This is an optimization exercise on Yosys and OpenROAD, whose aim is small area, not a production implementation.
In this exercise RTL edits were held to simulation tests only and were not proved equivalent to the original.
Power figures rest on the tool's default switching activity, not on a simulated workload. The flow treats the clock pin as an ideal source, which a real chip does not have.

$ cat config.mk
export PLATFORM = sky130hd
export DESIGN_NAME = core_monitor_top
export DESIGN_NICKNAME = core_monitor_top
export VERILOG_FILES = /design/flow/design.v
export SDC_FILE = /design/flow/constraint.sdc
export NUM_CORES = 4
export LEC_CHECK = 0
export CAP_MARGIN = 20
export CORE_MARGIN = 2
export CORE_UTILIZATION = 40
export SLEW_MARGIN = 20
$ cat constraint.sdc
create_clock -name core_clock -period 5.0 [get_ports {clk}]
set_input_delay 1.0000 -clock core_clock [delete_from_list [all_inputs] [get_ports {clk}]]
set_output_delay 1.0000 -clock core_clock [all_outputs]
set_load 0.01 [all_outputs]
$ cat design.v
`default_nettype none
package fault_pkg;
	localparam int LUT_SRC_W  = 8;    
	localparam int BRAM_SRC_W = 7;    
	localparam int ECC_SRC_W  = 2;    
	localparam int LUT_SRC_FETCH    = 7;
	localparam int LUT_SRC_DECODE   = 6;
	localparam int LUT_SRC_EXEC     = 5;
	localparam int LUT_SRC_XC       = 4;
	localparam int LUT_SRC_IMEM_IF  = 3;
	localparam int LUT_SRC_DMEM_IF  = 2;
	localparam int LUT_SRC_DMA      = 1;
	localparam int LUT_SRC_DRAMCTRL = 0;
	localparam int BRAM_SRC_DECODE    = 6;
	localparam int BRAM_SRC_EXEC      = 5;
	localparam int BRAM_SRC_XC        = 4;
	localparam int BRAM_SRC_ITLB_TAG  = 3;
	localparam int BRAM_SRC_ITLB_DATA = 2;
	localparam int BRAM_SRC_DTLB_TAG  = 1;
	localparam int BRAM_SRC_DTLB_DATA = 0;
	localparam int ECC_SRC_DECODE = 1;
	localparam int ECC_SRC_XC     = 0;
endpackage
`default_nettype wire
`default_nettype none
package trace_pkg;
	typedef struct packed {
		logic [31:0] inst;       
		logic [31:0] ex_res;     
		logic [29:0] pc;         
		logic [5:0]  tid;        
		logic        annul;
		logic        replay;
		logic        icmiss;     
		logic        dma_mode;
	} trace_record_t;
	localparam int FR_DEPTH = 32;           
	localparam int FR_LAG   = 24;           
	localparam int FR_DELAY = FR_LAG + 2;
endpackage
`default_nettype wire
`timescale 1ns/1ns
`default_nettype none
module sticky_fault_flag #(
	parameter int WIDTH = fault_pkg::LUT_SRC_W
) (
	input  logic             clk,
	input  logic             rst,
	input  logic [WIDTH-1:0] err,      
	output logic             flag      
);
	logic seen_r;    
	always_ff @(posedge clk) begin
		if (rst) begin
			seen_r <= 1'b0;
			flag   <= 1'b0;
		end
		else begin
			seen_r <= |err;
			flag   <= flag | seen_r;
		end
	end
endmodule
`default_nettype wire
`timescale 1ns/1ns
`default_nettype none
module trace_fifo #(
	parameter int DEPTH = trace_pkg::FR_DELAY
) (
	input  logic                     clk,
	input  trace_pkg::trace_record_t wr_data,
	output trace_pkg::trace_record_t rd_data
);
	localparam int W = $bits(wr_data);
	logic [W-1:0] stage [DEPTH];
	always_ff @(posedge clk) begin
		stage[0] <= wr_data;
		for (int i = 1; i < DEPTH; i++)
			stage[i] <= stage[i-1];
	end
	assign rd_data = stage[DEPTH-1];
endmodule
`default_nettype wire
`timescale 1ns/1ns
`default_nettype none
module flight_recorder (
	input  logic                     clk,
	input  logic                     rst,
	input  trace_pkg::trace_record_t trace_in,
	output trace_pkg::trace_record_t trace_out,
	output logic                     trace_valid
);
	localparam int CW = $clog2(trace_pkg::FR_DELAY + 1);
	logic [CW-1:0] taken;
	always_ff @(posedge clk) begin
		if (rst)
			taken <= '0;
		else if (taken != CW'(trace_pkg::FR_DELAY))
			taken <= taken + 1'b1;
	end
	assign trace_valid = (taken == CW'(trace_pkg::FR_DELAY));
	trace_fifo #(
		.DEPTH(trace_pkg::FR_DELAY)
	) u_fifo (
		.clk    (clk),
		.wr_data(trace_in),
		.rd_data(trace_out)
	);
endmodule
`default_nettype wire
`timescale 1ns/1ns
`default_nettype none
module core_monitor_top (
	input  logic                             clk,
	input  logic                             rst,
	input  logic [fault_pkg::LUT_SRC_W-1:0]  lut_err,
	input  logic [fault_pkg::BRAM_SRC_W-1:0] bram_err,
	input  logic [fault_pkg::ECC_SRC_W-1:0]  ecc_err,
	input  logic                             xc_error_mode,    
	output logic                             luterr,
	output logic                             bramerr,
	output logic                             sb_ecc,
	output logic                             error1_led,
	output logic                             error2_led,
	input  trace_pkg::trace_record_t         trace_in,
	output trace_pkg::trace_record_t         trace_out,
	output logic                             trace_valid
);
	sticky_fault_flag #(.WIDTH(fault_pkg::LUT_SRC_W)) u_lut_flag (
		.clk (clk),
		.rst (rst),
		.err (lut_err),
		.flag(luterr)
	);
	sticky_fault_flag #(.WIDTH(fault_pkg::BRAM_SRC_W)) u_bram_flag (
		.clk (clk),
		.rst (rst),
		.err (bram_err),
		.flag(bramerr)
	);
	sticky_fault_flag #(.WIDTH(fault_pkg::ECC_SRC_W)) u_ecc_flag (
		.clk (clk),
		.rst (rst),
		.err (ecc_err),
		.flag(sb_ecc)
	);
	sticky_fault_flag #(.WIDTH(1)) u_xc_flag (
		.clk (clk),
		.rst (rst),
		.err (xc_error_mode),
		.flag(error1_led)
	);
	assign error2_led = luterr | bramerr | sb_ecc;
	flight_recorder u_recorder (
		.clk        (clk),
		.rst        (rst),
		.trace_in   (trace_in),
		.trace_out  (trace_out),
		.trace_valid(trace_valid)
	);
endmodule
`default_nettype wire
$ cat run.sh
#!/bin/bash
# synth_recipe.tcl (not shown) runs the flow's synth.tcl, then flattens the netlist and writes it again
# the make line also repeats each setting of config.mk as NAME=value (left out here)
make -C /OpenROAD-flow-scripts/flow DESIGN_CONFIG=/design/flow/config.mk WORK_HOME=/design/flow/orfs CLKGATE_MAP_FILE= SYNTH_SCRIPT=/design/flow/synth_recipe.tcl finish
==> results of run 1 <==
final timing paths:
path	slack, ns	from	cells past startpoint	endpoint
setup / recovery	1.71	u_recorder.taken[0]$_SDFFE_PP0P_	4	trace_valid
hold / removal	0.31	u_recorder.u_fifo.stage[20][40]$_DFF_P_	0	u_recorder.u_fifo.stage[21][40]$_DFF_P_
setup reg to reg	3.62	u_recorder.taken[0]$_SDFFE_PP0P_	4	u_recorder.taken[1]$_SDFFE_PP0P_
hold reg to reg	0.31	u_recorder.u_fifo.stage[20][40]$_DFF_P_	0	u_recorder.u_fifo.stage[21][40]$_DFF_P_
report_power, final:
group	internal, mW	total (mW)	switching, mW
Clock	11.1	18.5	7.40
Combinational	0.166	0.228	0.0622
Sequential	22.8	23.1	0.262
Total	34.1	41.8	7.72
worst max-delay path: stages, from the launching register on:
cell and delay [ns]:
dfxtp_1 0.35, inv_1 0.08, ha_1 0.14, and4b_1 0.32, clkdlybuf4s50_1 0.59
synth_stat cells (all sizes together), types with 2 or more instances:
master	number
nor4	3
ha	2
buf	2
mux2	4
nand3	2
nor2b	5
a21oi	2
nor3	2
dfxtp	2717
nor2	14
cell families (layout without fill, tap and decap cells):
group / Yosys count / count (layout)
AO/OA/AOI/OAI: 2 / 2
AND/OR/NAND/NOR: 28 / 28
adder cells (fa/ha/maj): 2 / 2
buffers and inverters: 3 / 671
flip-flops: 2717 / 2717
multiplexers: 4 / 4
XOR/XNOR: 1 / 1
layout by cell type (no fill, tap or decap):
master / Yosys / routed
a21oi_1: 2 / 2
and4b_1: 1 / 1
bufinv_16: 0 / 28
clkbuf_1: 0 / 37
clkbuf_16: 0 / 238
clkbuf_8: 0 / 59
clkdlybuf4s50_1: 0 / 233
clkinv_16: 0 / 2
clkinv_2: 0 / 54
clkinv_4: 0 / 1
clkinv_8: 0 / 4
clkinvlp_4: 0 / 8
dfxtp_1: 2717 / 2717
ha_1: 2 / 2
inv_1: 1 / 1
inv_16: 0 / 4
inv_6: 0 / 2
mux2_2: 2 / 2
mux2_4: 2 / 2
nand3_1: 2 / 2
nor2_1: 14 / 14
nor2b_1: 5 / 5
nor3_1: 2 / 2
nor4_1: 3 / 3
or3_1: 1 / 1
xnor2_1: 1 / 1
layer usage:
layer | global-route usage (%) | share of wire, % | vias to the layer above
met2 | 9.43 | 35 | 391
met4 | 5.21 | 4.3 | 0
met1 | 10.4 | 54 | 6774
met5 | 0 | 0 | -
li1 | - | - | 9496
met3 | 3.16 | 6.7 | 188
registers in the layout, indices dropped and copies added, names as in the netlist:
name and cells:
u_recorder.taken 5, u_xc_flag.flag 1, u_ecc_flag.seen_r 1, u_bram_flag.flag 1, u_xc_flag.seen_r 1, u_bram_flag.seen_r 1, u_ecc_flag.flag 1, u_lut_flag.flag 1
u_lut_flag.seen_r 1, u_recorder.u_fifo.stage 2704
through the flow:
stage	power [mW]	instances	instance area, um^2	hold WS, ns	setup slack, ns
final	41.8	5206	67500	0.307	1.71
after global routing	43.4	5206	67500	0.299	1.51
after CTS	42.4	5206	67500	0.299	1.58
after detailed placement	23.8	4769	59200	0.312	2.53
after global placement	23.8	4769	59200	0.310	2.53
after floorplan	23.5	2757	54600	0.310	3.11
area by class of cell:
class                           count  area [um^2]
Clock inverter                    103         1400
Multi-Input combinational cell     37          235
Fill cell                       11000        68000
Tap cell                         1781         2230
Sequential cell                  2717        54400
Inverter                            1         3.75
Clock buffer                      334         6910
Timing Repair Buffer              233         2330
==> impl_metrics.tcl, run 1 <==
set metrics [dict create \
    grt_pass1_wl_um 85500 \
    grt_antenna_before_repair 0 \
    report.final.hold_viol_count 0 \
    track_usage_pct 7.56 \
    crit_path_start_kind "register" \
    rows 135 \
    power_leakage_nw 28.1 \
    maxCapViolCount 0 \
    rsz0062_at_grt "false" \
    post_cts_buffers 0 \
    fin_nets 3350 \
    start_util_pct 40.3 \
    synth_compound_area_share_pct 0.0183 \
    cts_buffers 234 \
    core_area_um2 135000 \
    synth_cell_types 16 \
    grt_pass1_vias 16900 \
    ys_ff_latch 2717 \
    syn_to_final_growth_pct 23.5 \
    finalWirelength_um 52800 \
    port_buffers 233 \
    synth_top_area_cell "dfxtp_1" \
    synth_ff_type "dfxtp_1" \
    syn_inst 2757 \
    setup_viol 0 \
    post-route-util_pct 49.8 \
    cp_max_fo 5 \
    root_buffer "clkbuf_16" \
    clkTransAtPathRegs_ns 0.06 \
    cts.sinks 2717 \
    ant_nets 0 \
    drc_errors 0 \
    async_reset_ff_share_pct 0 \
    synth_adder_area_share_pct 0.0458 \
    ir_drop_uv 321 \
    clock.fmax_mhz 304 \
    synthXorXnorAreaFrac_pct 0.0160 \
    synth_seq_area_share_pct 99.5 \
    avgViaCountPerCell 3.24 \
    post_drt_wl_per_cell_um 10.1 \
    drive_above_1_share_pct 11.8 \
    clk_latency_ns 0.81 \
    skew_ns 0.0230 \
    relSlewSlack_pct 62.1 \
    drtIter0Drc 812 \
    synth.top_cells.by_area "dfxtp_1 100%, nor2_1 0.096%, nor2b_1 0.057%, mux2_4 0.055%, ha_1 0.046%" \
    cts_tree "yes" \
    ctsResizeCount 0 \
    report.final.slew_viol_count 0 \
    synth_edf_count 0 \
    overflow 0 \
    hp-class "reg -> reg" \
    drtPass1Iterations 4 \
    htree_levels 4 \
    synth_fp_nets 2883 \
    num_antenna_cells 0 \
    fp.dieH_um 374 \
    status "no timing/DRC/antenna violations" \
    dieWidth_um 374 \
    vias 16800 \
    cp.required_ns 4.00 \
    worst_slew_pin_slew_ns 0.566 \
    cts_buffer_depth 3 \
    worstPathArrival_ns 2.29 \
    end_kind "output port" \
    synthDominantCellAreaShare_pct 99.5 \
    dieArea_um2 140000 \
    muxShareOfSynthArea_pct 0.0962 \
    gp_congestion 0.680 \
    dp_hpwl_um 27800 \
    setup-tns-final_ns 0 \
    synth.avg_cell_area_um2 19.8 \
    ios 234 \
    p_per_area_nw_per_um2 619 \
    crit_type "reg -> out" \
    yosys.area_share.simple_pct 0.254 \
    grt_max_degree 18 \
    synth_top_family_by_area "simple AND/OR/NAND/NOR gates" \
    fin_crit_ns 3.29 \
    min_period_over_period_pct 65.9 \
    ys_warn_count 7 \
    hold_buffers 0 \
    synth_area_um2 54600 \
]
==> run 2, diff against run 1 <==
--- a/config.mk
+++ b/config.mk
@@ -7,5 +7,6 @@
 export LEC_CHECK = 0
 export CAP_MARGIN = 20
 export CORE_MARGIN = 2
-export CORE_UTILIZATION = 40
+export CORE_UTILIZATION = 70
+export PLACE_DENSITY = 0.8
 export SLEW_MARGIN = 20
==> impl_metrics.tcl, run 2 <==
set metrics [dict create \
    start_util_pct 70.7 \
    regMostFlops "u_recorder.u_fifo.stage" \
    grt_pass1_wl_um 122000 \
    worst_slew_pin_slew_ns 1.07 \
    fin_crit_ns 3.34 \
    synth.top_cells.by_area "dfxtp_1 100%, nor2_1 0.096%, nor2b_1 0.057%, mux2_4 0.055%, ha_1 0.046%" \
    synth_edf_count 0 \
    gp_congestion 0.722 \
    synth_area_um2 54600 \
    vias 18900 \
    syn_inst 2757 \
    crit_slowest_cell "clkdlybuf4s50_1" \
    yosysMostFrequentCell "dfxtp_1" \
    skew_ns 0.0361 \
    drtIter0Drc 680 \
    avgViaCountPerCell 4.27 \
    finalWirelength_um 79500 \
    grt_antenna_before_repair 3 \
    hold_buffers 0 \
    ys_ff_latch 2717 \
    post_drt_wl_per_cell_um 18.0 \
    synth_seq_area_share_pct 99.5 \
    drtPass1Iterations 4 \
    synth_fp_nets 2883 \
    fin_nets 3330 \
    rsz0062_at_grt "false" \
    rr_endpoint "u_recorder.taken[1]$_SDFFE_PP0P_" \
    overflow 0 \
    synthDominantCellAreaShare_pct 99.5 \
    drive_above_1_share_pct 9.77 \
    track_usage_pct 20.0 \
    grt_max_degree 18 \
    report.final.hold_viol_count 0 \
    instances_no_fill 4419 \
    cts_buffers 214 \
    rows 102 \
    ir_drop_uv 440 \
    r2r_cells 4 \
    layout_common_cells "2,717 x dfxtp_1, 233 x clkdlybuf4s50_1, 214 x clkbuf_16" \
    ant_nets 0 \
    dp_cells 4028 \
    setup-tns-final_ns 0 \
    post_cts_buffers 0 \
    num_antenna_cells 0 \
    worstPathArrival_ns 2.34 \
    ctsResizeCount 0 \
    clkTransAtPathRegs_ns 0.08 \
    clk_latency_ns 0.79 \
    port_buffers 233 \
    final_common_cell "dfxtp_1" \
    dieWidth_um 283 \
    worstHoldStart "u_recorder.u_fifo.stage[16][92]$_DFF_P_" \
    htree_levels 4 \
    maxCapViolCount 0 \
    synth_cell_types 16 \
    dieArea_um2 80300 \
    post-route-util_pct 84.5 \
    core_area_um2 77300 \
    status "no timing/DRC/antenna violations" \
    rr_startpoint "u_recorder.taken[0]$_SDFFE_PP0P_" \
    setup_viol 0 \
    drc_errors 0 \
    ys_warn_count 7 \
    fp.dieH_um 283 \
    crit_chain "inv_1, ha_1, and4b_1, clkdlybuf4s50_1" \
    relSlewSlack_pct 28.6 \
    clock.fmax_mhz 299 \
    root_buffer "clkbuf_16" \
    syn_to_final_growth_pct 19.6 \
    hold_depth 0 \
    grt_pass1_vias 21900 \
    min_to "u_recorder.u_fifo.stage[17][92]$_DFF_P_" \
    cts.sinks 2717 \
    async_reset_ff_share_pct 0 \
    crit_path_start_kind "register" \
    synth.avg_cell_area_um2 19.8 \
    largestRegisters "u_recorder.u_fifo.stage x2704, u_recorder.taken x5" \
    crit_type "reg -> out" \
    synth_ff_type "dfxtp_1" \
    end_kind "output port" \
    yosys-top-cells-count "2,717 x dfxtp_1, 14 x nor2_1, 5 x nor2b_1" \
    power_leakage_nw 27.4 \
    dp_hpwl_um 33000 \
    cp_max_fo 5 \
    min_period_over_period_pct 66.9 \
    cts_buffer_depth 3 \
    slowest_delay_ns 0.59 \
    ios 234 \
    largest_register_ffs 2704 \
    hp-class "reg -> reg" \
    synth_top_area_cell "dfxtp_1" \
    p_per_area_nw_per_um2 614 \
    cp.required_ns 4.00 \
    ff2ff_setup_slack_ns 3.56 \
    report.final.slew_viol_count 0 \
    cts_tree "yes" \
]
## run 2: changes by cell type in the layout (fill, tap and decap cells not counted), moves of 5 or more
cell and delta:
bufinv_16 -22, clkinv_16 +5, clkbuf_1 +28, clkinv_2 -25, clkbuf_16 -24, clkinvlp_4 -5
## run 2: routing by layer
metal,GRT usage (%),share of wire (%),vias up
met4,7.63,2.4,0
met5,0,0,-
met3,4.29,3.6,144
li1,-,-,9431
met2,37.1,53,391
met1,22.4,41,8917
## run 2: cells by family after synthesis
logic type,synth area share (%)
flops,99.5
simple gates,0.254
mux,0.0962
buf+inv,0.0412
compound gates,0.0183
fa+ha+maj,0.0458
xor+xnor,0.0160
## run 2: worst max-delay path, delay by kind of cell (launching register included)
family | cells | cell delay, ns
and+or+nand+nor | 1 | 0.36
adders and majority gates | 1 | 0.14
DFF | 1 | 0.37
buffers and inverters | 2 | 0.68
## run 2: power breakdown
group          internal (mW)  switching (mW)  leakage [nW]
clock network           9.17            7.51          3.47
registers               22.8           0.391          22.9
logic                  0.167          0.0708          1.01
## run 2: cell type report
type	count	area (um^2)
Clock buffer	338	6410
Clock inverter	53	666
Fill cell	3038	12000
Inverter	1	3.75
Multi-Input combinational cell	37	235
Sequential cell	2717	54400
Tap cell	1040	1300
Timing Repair Buffer	233	2330
## run 2: worst max-delay path by stage
stage,start,to,slack [ns],cells after the start
6_report,u_recorder.taken[0]$_SDFFE_PP0P_,trace_valid,1.66,4
5_1_grt,u_recorder.taken[0]$_SDFFE_PP0P_,trace_valid,1.56,4
2_1_floorplan,u_recorder.taken[0]$_SDFFE_PP0P_,trace_valid,3.11,4
3_3_place_gp,rst,u_recorder.taken[1]$_SDFFE_PP0P_,2.42,3
4_1_cts,u_recorder.taken[0]$_SDFFE_PP0P_,trace_valid,1.62,4
3_5_place_dp,rst,u_recorder.taken[4]$_SDFFE_PP0P_,2.31,3
## run 2: metrics by stage
step | setup slack (ns) | total power, mW | hold WS [ns] | cell area [um^2]
after detailed placement | 2.31 | 23.8 | 0.312 | 58300
final | 1.66 | 40.1 | 0.298 | 65300
after floorplan | 3.11 | 23.5 | 0.310 | 54600
after global placement | 2.42 | 23.8 | 0.310 | 58300
after CTS | 1.62 | 40.5 | 0.297 | 65300
after global routing | 1.56 | 41.3 | 0.310 | 65300
==> run 3, diff against run 2 <==
==> flow/run.sh (new file) <==
#!/bin/bash
# The standard layout, with plain buf_1 cells as the port buffers and a
# clock tree without dummy loads and with larger sink clusters.
# make's full output goes to flow.log; ORFS keeps each step's log under orfs/logs.
set -euo pipefail
export BUFFER_PORTS_ARGS="-buffer_cell sky130_fd_sc_hd__buf_1"
export CTS_ARGS="-sink_clustering_enable -repair_clock_nets -dont_use_dummy_load -sink_clustering_size 30 -sink_clustering_max_diameter 80"
bash standard.sh > flow.log 2>&1
==> standard.sh (new file) <==
#!/bin/bash
# synth_recipe.tcl (not shown) runs the flow's synth.tcl, then flattens the netlist and writes it again
# the make line also repeats each setting of config.mk as NAME=value (left out here)
make -C /OpenROAD-flow-scripts/flow DESIGN_CONFIG=/design/flow/config.mk WORK_HOME=/design/flow/orfs CLKGATE_MAP_FILE= SYNTH_SCRIPT=/design/flow/synth_recipe.tcl "${@:-finish}"
removed: run.sh
==> impl_metrics.tcl, run 3 <==
set metrics [dict create \
    maxCapViolCount 0 \
    start_util_pct 70.7 \
    synth_area_um2 54600 \
    hp-class "reg -> reg" \
    ys_warn_count 7 \
    cp.required_ns 4.00 \
    synth_edf_count 0 \
    crit_slowest_cell "dfxtp_1" \
    syn_inst 2757 \
    ant_nets 0 \
    clock.fmax_mhz 353 \
    fill_cells 4008 \
    setup-tns-final_ns 0 \
    synth.avg_cell_area_um2 19.8 \
    cts_tree "yes" \
    post_cts_buffers 0 \
    final_common_cell "dfxtp_1" \
    crit_type "reg -> out" \
    synth_seq_area_share_pct 99.5 \
    clkTransAtPathRegs_ns 0.11 \
    drtIter0Drc 676 \
    drc_errors 0 \
    async_reset_ff_share_pct 0 \
    track_usage_pct 16.0 \
    finalWirelength_um 64600 \
    ctsResizeCount 0 \
    synth.top_cells.by_area "dfxtp_1 100%, nor2_1 0.096%, nor2b_1 0.057%, mux2_4 0.055%, ha_1 0.046%" \
    cts.sinks 2717 \
    cts_buffer_depth 3 \
    htree_levels 3 \
    post-route-util_pct 76.7 \
    crit_start "u_recorder.taken[0]$_SDFFE_PP0P_" \
    grt_pass1_wl_um 99500 \
    drive_above_1_share_pct 3.40 \
    rsz0062_at_grt "false" \
    setup_viol 0 \
    synth_ff_type "dfxtp_1" \
    skew_ns 0.0402 \
    fp.dieH_um 283 \
    worst_slew_pin_slew_ns 0.508 \
    cp_max_fo 5 \
    report.final.slew_viol_count 0 \
    synth_fp_nets 2883 \
    fin_crit_ns 2.83 \
    port_buffers 233 \
    regMostFlops "u_recorder.u_fifo.stage" \
    crit_path_start_kind "register" \
    rr_startpoint "u_recorder.taken[0]$_SDFFE_PP0P_" \
    core_area_um2 77300 \
    min_period_over_period_pct 56.7 \
    grt_pass1_vias 18700 \
    dieArea_um2 80300 \
    dieWidth_um 283 \
    p_per_area_nw_per_um2 549 \
    yosys-top-cells-count "2,717 x dfxtp_1, 14 x nor2_1, 5 x nor2b_1" \
    rows 102 \
    gp_congestion 0.744 \
    hold_buffers 0 \
    largest_register_ffs 2704 \
    fin_nets 3217 \
    status "no timing/DRC/antenna violations" \
    post_drt_wl_per_cell_um 15.6 \
    drtPass1Iterations 5 \
    p_total_mw 32.6 \
    ys_ff_latch 2717 \
    clk_latency_ns 0.68 \
    grt_antenna_before_repair 3 \
    worstPathArrival_ns 1.83 \
    dp_hpwl_um 33400 \
    power_leakage_nw 24.5 \
    largestRegisters "u_recorder.u_fifo.stage x2704, u_recorder.taken x5" \
    slowest_delay_ns 0.43 \
    report.final.hold_viol_count 0 \
    synth_top_area_cell "dfxtp_1" \
    ir_drop_uv 293 \
    yosysMostFrequentCell "dfxtp_1" \
    syn_to_final_growth_pct 8.55 \
    crit_chain "inv_1, ha_1, and4b_1, buf_1" \
    worstHoldStart "u_recorder.u_fifo.stage[7][90]$_DFF_P_" \
    cts_buffers 100 \
    layout_common_cells "2,717 x dfxtp_1, 233 x buf_1, 100 x clkbuf_16" \
    avgViaCountPerCell 4.14 \
    relSlewSlack_pct 66.1 \
    synth_cell_types 16 \
    overflow 0 \
    num_antenna_cells 0 \
    grt_max_degree 31 \
    synthDominantCellAreaShare_pct 99.5 \
    root_buffer "clkbuf_16" \
    ios 234 \
    end_kind "output port" \
    vias 17100 \
]
[run 3: kinds of logic (layout without fill, tap and decap cells)]
group	after synthesis	in the layout	share of synthesized area, %
flops	2717	2717	99.5
buf+inv	3	335	0.0412
simple gates	28	28	0.254
xor+xnor	1	1	0.0160
fa+ha+maj	2	2	0.0458
mux	4	4	0.0962
compound gates	2	2	0.0183
[run 3: final cells by class]
| type | instances | area [um^2] | share of cell area (%) |
|---|---|---|---|
| repair buffers | 234 | 886 | 1.49 |
| well taps | 1040 | 1300 | 2.19 |
| flip-flops and latches | 2717 | 54400 | 91.7 |
| inverters | 1 | 3.75 | 0.00633 |
| clock buffers | 100 | 2500 | 4.22 |
| multi-input cells | 37 | 235 | 0.397 |
[run 3: path summary, 6_finish.rpt]
kind	end	slack (ns)	cells after the start
max	trace_valid	2.17	4
min	u_recorder.u_fifo.stage[8][90]$_DFF_P_	0.31	0
max reg2reg	u_recorder.taken[1]$_SDFFE_PP0P_	3.56	4
min reg2reg	u_recorder.u_fifo.stage[8][90]$_DFF_P_	0.31	0
[run 3: routing by layer]
layer | up-vias | track usage, % | part of all wire [%]
met5 | - | 0 | 0
met4 | 0 | 4.72 | 1.9
met3 | 93 | 2.84 | 4.8
met2 | 294 | 30.2 | 52
met1 | 7710 | 18.4 | 41
li1 | 9008 | - | -
[run 3: report_power, final]
group	internal (mW)	switching, mW
logic	0.0475	0.0630
clock network	3.61	5.69
registers	22.8	0.345
total	26.5	6.10
[run 3: stage by stage]
step	hold WS, ns	instance area [um^2]	instances	setup slack [ns]
floorplan	0.310	54600	2757	3.11
global placement	0.310	56800	4028	2.70
detailed placement	0.312	56800	4028	2.55
CTS	0.304	59300	4128	2.13
global route	0.308	59300	4129	2.07
finish	0.306	59300	4129	2.17
[run 3: critical path, delay by kind of cell (launching register included)]
kind                       cells  cell delay [ns]
adders and majority gates      1             0.23
buffers and inverters          2             0.25
and+or+nand+nor                1             0.27
DFF                            1             0.43
==> run 4, diff against run 3 <==
==> flow/run.sh (replaced) <==
#!/bin/bash
# The standard layout, with plain buf_1 cells as the port buffers and a
# clock tree without dummy loads and with larger sink clusters.
# make's full output goes to flow.log; ORFS keeps each step's log under orfs/logs.
set -euo pipefail
export BUFFER_PORTS_ARGS="-buffer_cell sky130_fd_sc_hd__buf_1"
export CTS_ARGS="-sink_clustering_enable -repair_clock_nets -dont_use_dummy_load -sink_clustering_size 35 -sink_clustering_max_diameter 80"
bash standard.sh > flow.log 2>&1
==> impl_metrics.tcl, run 4 <==
set metrics [dict create \
    status "no timing/DRC/antenna violations" \
    maxCapViolCount 0 \
    async_reset_ff_share_pct 0 \
    grt_pass1_wl_um 96100 \
    report.final.slew_viol_count 0 \
    num_antenna_cells 0 \
    track_usage_pct 15.3 \
    drive_above_1_share_pct 2.99 \
    ys_ff_latch 2717 \
    cp.required_ns 4.00 \
    cts.sinks 2717 \
    worst_slew_pin_slew_ns 0.566 \
    core_area_um2 77300 \
    fin_area_um2 59000 \
    yosysMostFrequentCell "dfxtp_1" \
    dieWidth_um 283 \
    largest_register_ffs 2704 \
    worstPathArrival_ns 1.81 \
    dp_cells 4028 \
    start_util_pct 70.7 \
    gp_congestion 0.744 \
    p_total_mw 32.0 \
    ir_drop_uv 338 \
    slowest_delay_ns 0.44 \
    regMostFlops "u_recorder.u_fifo.stage" \
    ctsResizeCount 0 \
    synth_area_um2 54600 \
    placed_cell_area_um2 56800 \
    instances_no_fill 4115 \
    grt_pass1_vias 18300 \
    clkTransAtPathRegs_ns 0.11 \
    drtIter0Drc 664 \
    p_per_area_nw_per_um2 542 \
    cts_buffer_depth 3 \
    synth.top_cells.by_area "dfxtp_1 100%, nor2_1 0.096%, nor2b_1 0.057%, mux2_4 0.055%, ha_1 0.046%" \
    avgViaCountPerCell 4.11 \
    cts_buffers 87 \
    ant_nets 0 \
    clock.fmax_mhz 356 \
    min_period_over_period_pct 56.2 \
    crit_type "reg -> out" \
    rows 102 \
    yosys-top-cells-count "2,717 x dfxtp_1, 14 x nor2_1, 5 x nor2b_1" \
    worst_slack_ns 2.19 \
    cts_tree "yes" \
    syn_inst 2757 \
    synth_ff_type "dfxtp_1" \
    fin_crit_ns 2.81 \
    cp_max_fo 5 \
    synth_edf_count 0 \
    relSlewSlack_pct 62.2 \
    end_kind "output port" \
    power_leakage_nw 24.4 \
    crit_path_start_kind "register" \
    post-route-util_pct 76.3 \
    largestRegisters "u_recorder.u_fifo.stage x2704, u_recorder.taken x5" \
    ios 234 \
    pre_cts_ws_ns 2.55 \
    crit_buf_inv 2 \
    drc_errors 0 \
    crit_slowest_cell "dfxtp_1" \
    dieArea_um2 80300 \
    hp-class "reg -> reg" \
    crit_chain "inv_1, ha_1, and4b_1, buf_1" \
    root_buffer "clkbuf_16" \
    post_drt_wl_per_cell_um 15.2 \
    final_common_cell "dfxtp_1" \
    ys_warn_count 7 \
    synthDominantCellAreaShare_pct 99.5 \
    fin_nets 3203 \
    grt_antenna_before_repair 2 \
    setup_viol 0 \
    synth_top_area_cell "dfxtp_1" \
    report.final.hold_viol_count 0 \
    synth_fp_nets 2883 \
    port_buffers 233 \
    dp_hpwl_um 33400 \
    hold_buffers 0 \
    drtPass1Iterations 4 \
    fp.dieH_um 283 \
    finalWirelength_um 62400 \
    synth.avg_cell_area_um2 19.8 \
    syn_to_final_growth_pct 7.93 \
    grt_max_degree 36 \
    vias 16900 \
    htree_levels 3 \
    whs_ns 0.309 \
    overflow 0 \
    critical_path.top_delay_family "flip-flops" \
    skew_ns 0.0289 \
    rsz0062_at_grt "false" \
    clk_latency_ns 0.67 \
    layout_common_cells "2,717 x dfxtp_1, 232 x buf_1, 87 x clkbuf_16" \
    setup-tns-final_ns 0 \
    synth_cell_types 16 \
    post_cts_buffers 0 \
    synth_seq_area_share_pct 99.5 \
]
-- run 4: where the power goes --
| part | switching (mW) | total, mW | leakage (nW) | internal [mW] |
|---|---|---|---|---|
| clock network | 5.56 | 8.74 | 1.07 | 3.18 |
| registers | 0.336 | 23.1 | 22.9 | 22.8 |
| logic | 0.0631 | 0.110 | 0.380 | 0.0468 |
-- run 4: per-layer routing --
| metal | global-route usage (%) | share of wire (%) | vias to the layer above |
|---|---|---|---|
| met2 | 28.8 | 51 | 276 |
| met3 | 2.61 | 4.0 | 96 |
| met1 | 17.8 | 42 | 7577 |
| met4 | 4.83 | 2.2 | 0 |
| met5 | 0 | 0 | - |
| li1 | - | - | 8974 |
-- run 4: worst paths after layout --
kind | start | to | slack (ns) | cells after the start
setup / recovery | u_recorder.taken[0]$_SDFFE_PP0P_ | trace_valid | 2.19 | 4
hold / removal | u_recorder.u_fifo.stage[2][68]$_DFF_P_ | u_recorder.u_fifo.stage[3][68]$_DFF_P_ | 0.31 | 0
setup reg to reg | u_recorder.taken[0]$_SDFFE_PP0P_ | u_recorder.taken[1]$_SDFFE_PP0P_ | 3.59 | 4
hold reg to reg | u_recorder.u_fifo.stage[2][68]$_DFF_P_ | u_recorder.u_fifo.stage[3][68]$_DFF_P_ | 0.31 | 0
-- run 4: worst reg2reg max path, cell delays in order (launching register included) --
cell     delay [ns]
dfxtp_1        0.44
inv_1          0.08
ha_1           0.21
and4b_1        0.27
mux2_4         0.32
-- run 4: cells by family after synthesis --
kind of cell	count (synthesis)	synth area share, %
and+or+nand+nor	28	0.254
xor gates and xnor gates	1	0.0160
buffers and inverters	3	0.0412
adders and majority gates	2	0.0458
DFF	2717	99.5
muxes	4	0.0962
AOI/OAI and AO/OA	2	0.0183
-- run 4: cell type report --
class	instances	area (um^2)
Clock buffer	87	2180
Fill cell	4083	18400
Inverter	1	3.75
Multi-Input combinational cell	37	235
Sequential cell	2717	54400
Tap cell	1040	1300
Timing Repair Buffer	233	876
==> run 5, diff against run 4 <==
--- a/design.v
+++ b/design.v
@@ -90,15 +90,21 @@
 	output trace_pkg::trace_record_t trace_out,
 	output logic                     trace_valid
 );
-	localparam int CW = $clog2(trace_pkg::FR_DELAY + 1);
-	logic [CW-1:0] taken;
+	logic [4:0] taken;
+	logic       inc;
+	assign trace_valid = taken[4] & taken[3] & taken[1];
+	assign inc         = ~trace_valid;
 	always_ff @(posedge clk) begin
 		if (rst)
 			taken <= '0;
-		else if (taken != CW'(trace_pkg::FR_DELAY))
-			taken <= taken + 1'b1;
+		else begin
+			taken[0] <= taken[0] ^ inc;
+			taken[1] <= taken[1] ^ (inc & taken[0]);
+			taken[2] <= taken[2] ^ (inc & taken[0] & taken[1]);
+			taken[3] <= taken[3] ^ (inc & taken[0] & taken[1] & taken[2]);
+			taken[4] <= taken[4] ^ (inc & taken[0] & taken[1] & taken[2] & taken[3]);
+		end
 	end
-	assign trace_valid = (taken == CW'(trace_pkg::FR_DELAY));
 	trace_fifo #(
 		.DEPTH(trace_pkg::FR_DELAY)
 	) u_fifo (
==> flow/run.sh (replaced) <==
#!/bin/bash
set -uo pipefail
export BUFFER_PORTS_ARGS="-buffer_cell sky130_fd_sc_hd__buf_1"
RES=orfs/results/$FLOW_PLATFORM/core_monitor_top/base
LOGS=orfs/logs/$FLOW_PLATFORM/core_monitor_top/base
cts_args() {
	echo "-sink_clustering_enable -repair_clock_nets -dont_use_dummy_load -sink_clustering_size $1 -sink_clustering_max_diameter $2"
}
export CTS_ARGS="$(cts_args 40 80)"
bash standard.sh place > flow_place.log 2>&1
for cfg in "38 80" "37 80" "36 80" "35 80" "34 80" "33 80" "32 80" "30 80" "30 60" "26 60"; do
	set -- $cfg
	export CTS_ARGS="$(cts_args $1 $2)"
	bash standard.sh clean_cts clean_route clean_finish > flow_clean_$1_$2.log 2>&1
	rm -f out/final.def
	bash standard.sh finish > flow_$1_$2.log 2>&1 || continue
	mkdir -p attempt_$1_$2 && cp -r $LOGS/. attempt_$1_$2/
	RES=$RES openroad -no_init -exit flow/clkslew.tcl > clkslew_$1_$2.log 2>&1 || continue
	s=$(awk '/^CLKSLEW/ {print $2}' clkslew_$1_$2.log)
	echo "cluster $1 diameter $2: clock pin slew $s" >> attempts.log
	if awk -v s="$s" 'BEGIN { exit !(s != "" && s <= 0.1245) }'; then
		break
	fi
done
test -f out/final.def
==> flow/clkslew.tcl (new file) <==
# Prints the largest clock-pin slew over all flip-flops of the final layout,
# with the extracted parasitics, as "CLKSLEW <ns>".
set res $::env(RES)
read_liberty $::env(FLOW_HOME)/platforms/sky130hd/lib/sky130_fd_sc_hd__tt_025C_1v80.lib
read_db $res/6_final.odb
read_sdc $res/6_final.sdc
read_spef $res/6_final.spef
set_propagated_clock [all_clocks]
set mx 0
foreach p [get_pins -of_objects [all_registers] -filter "direction==input"] {
  if {[get_property $p name] != "CLK"} continue
  set s [get_property $p slew_max]
  if {$s > $mx} { set mx $s }
}
puts "CLKSLEW $mx"
==> impl_metrics.tcl, run 5 <==
set metrics [dict create \
    core_area_um2 77300 \
    slowest_delay_ns 0.35 \
    ys_ff_latch 2717 \
    synth_top_area_cell "dfxtp_1" \
    cts_buffer_depth 3 \
    fin_nets 3202 \
    overflow 0 \
    post-route-util_pct 76.4 \
    synthDominantCellAreaShare_pct 99.7 \
    skew_ns 0.0518 \
    rsz0062_at_grt "false" \
    synth.top_cells.by_area "dfxtp_1 100%, ha_1 0.092%, nor2_1 0.076%, nor2b_1 0.057%, nor4_1 0.034%" \
    ys_warn_count 7 \
    post_drt_wl_per_cell_um 15.5 \
    rows 102 \
    p_total_mw 32.2 \
    cp.required_ns 4.00 \
    clock.fmax_mhz 406 \
    fill_cells 4087 \
    synth_adder_area_share_pct 0.0917 \
    synth_edf_count 0 \
    ios 234 \
    worst_slew_pin_slew_ns 1.02 \
    dieWidth_um 283 \
    switchingPower_mw 5.99 \
    end_kind "output port" \
    setup_viol 0 \
    p_per_area_nw_per_um2 545 \
    drive_above_1_share_pct 2.99 \
    grt_antenna_before_repair 4 \
    synthXorXnorAreaFrac_pct 0.0160 \
    p_comb_share_pct 0.3 \
    intPower_mw 26.2 \
    fin_crit_ns 2.47 \
    yosys.area_share.simple_pct 0.197 \
    final_common_cell "dfxtp_1" \
    htree_levels 3 \
    ir_drop_uv 324 \
    crit_path_start_kind "register" \
    synth_compound_area_share_pct 0.0183 \
    async_reset_ff_share_pct 0 \
    synth_area_um2 54600 \
    clkTransAtPathRegs_ns 0.11 \
    largestRegisters "u_recorder.u_fifo.stage x2704, u_recorder.taken x5" \
    min_period_over_period_pct 49.3 \
    whs_ns 0.272 \
    clk_latency_ns 0.66 \
    gp_congestion 0.707 \
    crit_start "u_lut_flag.flag$_SDFF_PP0_" \
    synth_fp_nets 2876 \
    setup-tns-final_ns 0 \
    drtPass1Iterations 4 \
    crit_type "reg -> out" \
    ctsResizeCount 0 \
    port_buffers 233 \
    post_cts_buffers 0 \
    cts_buffers 92 \
    grt_max_degree 34 \
    maxCapViolCount 0 \
    p_clk_share_pct 27.7 \
    finalWirelength_um 63900 \
    yosys-top-cells-count "2,717 x dfxtp_1, 11 x nor2_1, 5 x nor2b_1" \
    regMostFlops "u_recorder.u_fifo.stage" \
    muxShareOfSynthArea_pct 0 \
    seqPwrFrac_pct 71.9 \
    dieArea_um2 80200 \
    synth.avg_cell_area_um2 19.9 \
    avgViaCountPerCell 4.08 \
    synth_seq_area_share_pct 99.7 \
    cp_max_fo 3 \
    ant_nets 0 \
    cts.sinks 2717 \
    layout_common_cells "2,717 x dfxtp_1, 233 x buf_1, 92 x clkbuf_16" \
    grt_pass1_vias 18100 \
    report.final.hold_viol_count 0 \
    worst_slack_ns 2.53 \
    hp-class "reg -> reg" \
    syn_inst 2748 \
    synth_cell_types 12 \
    relSlewSlack_pct 31.9 \
    vias 16800 \
    crit_chain "or3_1, buf_1" \
    drtIter0Drc 779 \
    largest_register_ffs 2704 \
    track_usage_pct 15.7 \
    syn_to_final_growth_pct 8.20 \
    cts_tree "yes" \
    status "no timing/DRC/antenna violations" \
    synth_ff_type "dfxtp_1" \
    drc_errors 0 \
    hold_buffers 0 \
    crit_slowest_cell "dfxtp_1" \
    fp.dieH_um 283 \
    power_leakage_nw 24.4 \
    pre_cts_ws_ns 2.93 \
    grt_pass1_wl_um 96900 \
    p_sw_share_pct 18.6 \
    synth_top_family_by_area "simple AND/OR/NAND/NOR gates" \
    yosysMostFrequentCell "dfxtp_1" \
    rr_startpoint "u_recorder.taken[3]$_SDFF_PP0_" \
    root_buffer "clkbuf_16" \
    worstPathArrival_ns 1.47 \
    worstHoldStart "u_recorder.u_fifo.stage[1][71]$_DFF_P_" \
    start_util_pct 70.6 \
    report.final.slew_viol_count 0 \
]
==> run 5: cell types whose count changed in the layout (fill, tap and decap cells not counted), moves of 2 or more <==
cell / change
mux2_4: -2
nor2_1: -3
ha_1: +2
clkbuf_16: +5
mux2_2: -2
==> run 5: worst paths after layout <==
kind	cells past startpoint	slack, ns	to
max	2	2.53	error2_led
min reg2reg	0	0.27	u_recorder.u_fifo.stage[2][71]$_DFF_P_
min	0	0.27	u_recorder.u_fifo.stage[2][71]$_DFF_P_
max reg2reg	7	3.25	u_recorder.taken[4]$_SDFF_PP0_
==> run 5: cell type report <==
class / count / area (um^2) / share of cell area, %
sequential: 2717 / 54400 / 92.1
clock buffer: 92 / 2300 / 3.90
tap: 1040 / 1300 / 2.20
timing repair buffer: 233 / 875 / 1.48
multi-input combinational: 29 / 176 / 0.299
inverter: 1 / 3.75 / 0.00636
antenna: 1 / 2.50 / 0.00424
==> run 5: kinds of logic after synthesis <==
logic type                 after synthesis
AOI/OAI and AO/OA                        2
buffers and inverters                    2
adders and majority gates                4
DFF                                   2717
and+or+nand+nor                         22
xor gates and xnor gates                 1
==> run 5: power groups by stage <==
| stage | Sequential, mW | Clock, mW | Combinational (mW) |
|---|---|---|---|
| floorplan | 23.5 | 0 | 0.00823 |
| global placement | 23.5 | 0 | 0.102 |
| detailed placement | 23.6 | 0 | 0.105 |
| CTS | 23.2 | 9.17 | 0.106 |
| global route | 23.2 | 9.89 | 0.114 |
| finish | 23.1 | 8.93 | 0.104 |
==> run 5: critical path: cells and delay by family (launching register included) <==
family | cells | cell delay [ns]
buffers and inverters | 1 | 0.13
AND/OR/NAND/NOR | 1 | 0.34
flip-flops | 1 | 0.35
==> run 5: stage by stage <==
stage	area [um^2]	cells
CTS	59100	4112
detailed placement	56700	4020
global placement	56700	4020
finish	59100	4113
global route	59100	4112
floorplan	54600	2748
==> run 5: per-layer routing <==
layer	GRT usage, %	wire, um	up-vias
met1	17.9	26200	7469
li1	-	-	8956
met2	29.4	33100	266
met4	4.80	1280	2
met3	3.30	3240	81
met5	0	13	-

## afterwards: timing with drivers on the ports
No port has a modelled driver above. Below, the same layouts with a new extraction and two added sets of constraints.
Step 1 sets driving cells, clkbuf_16 on the clock port and buf_2 on the other inputs (assumed; they add their load-dependent delay and slew).
Step 2, shift: input delay + t, output delay - t, t = (earliest + latest rising clock arrival at the registers) / 2. This alone moves slack from input paths to output paths.
a / b / c = ideal / step 1 / step 2; a / b = the first two.
run	t, ns	setup WS [ns]	clock arrival spread, ns	slew at the worst register clock pin (ns)
run 1	0.863	1.705 / 1.640 / 2.504	0.027 / 0.027	0.07 / 0.07
run 2	0.831	1.656 / 1.597 / 2.164	0.039 / 0.039	0.08 / 0.08
run 3	0.716	2.167 / 2.107 / 2.824	0.055 / 0.055	0.12 / 0.12
run 4	0.710	2.192 / 2.130 / 2.840	0.046 / 0.046	0.12 / 0.12
run 5	0.701	2.534 / 2.475 / 2.901	0.058 / 0.058	0.12 / 0.12
After both steps setup and hold are still met in every run listed.
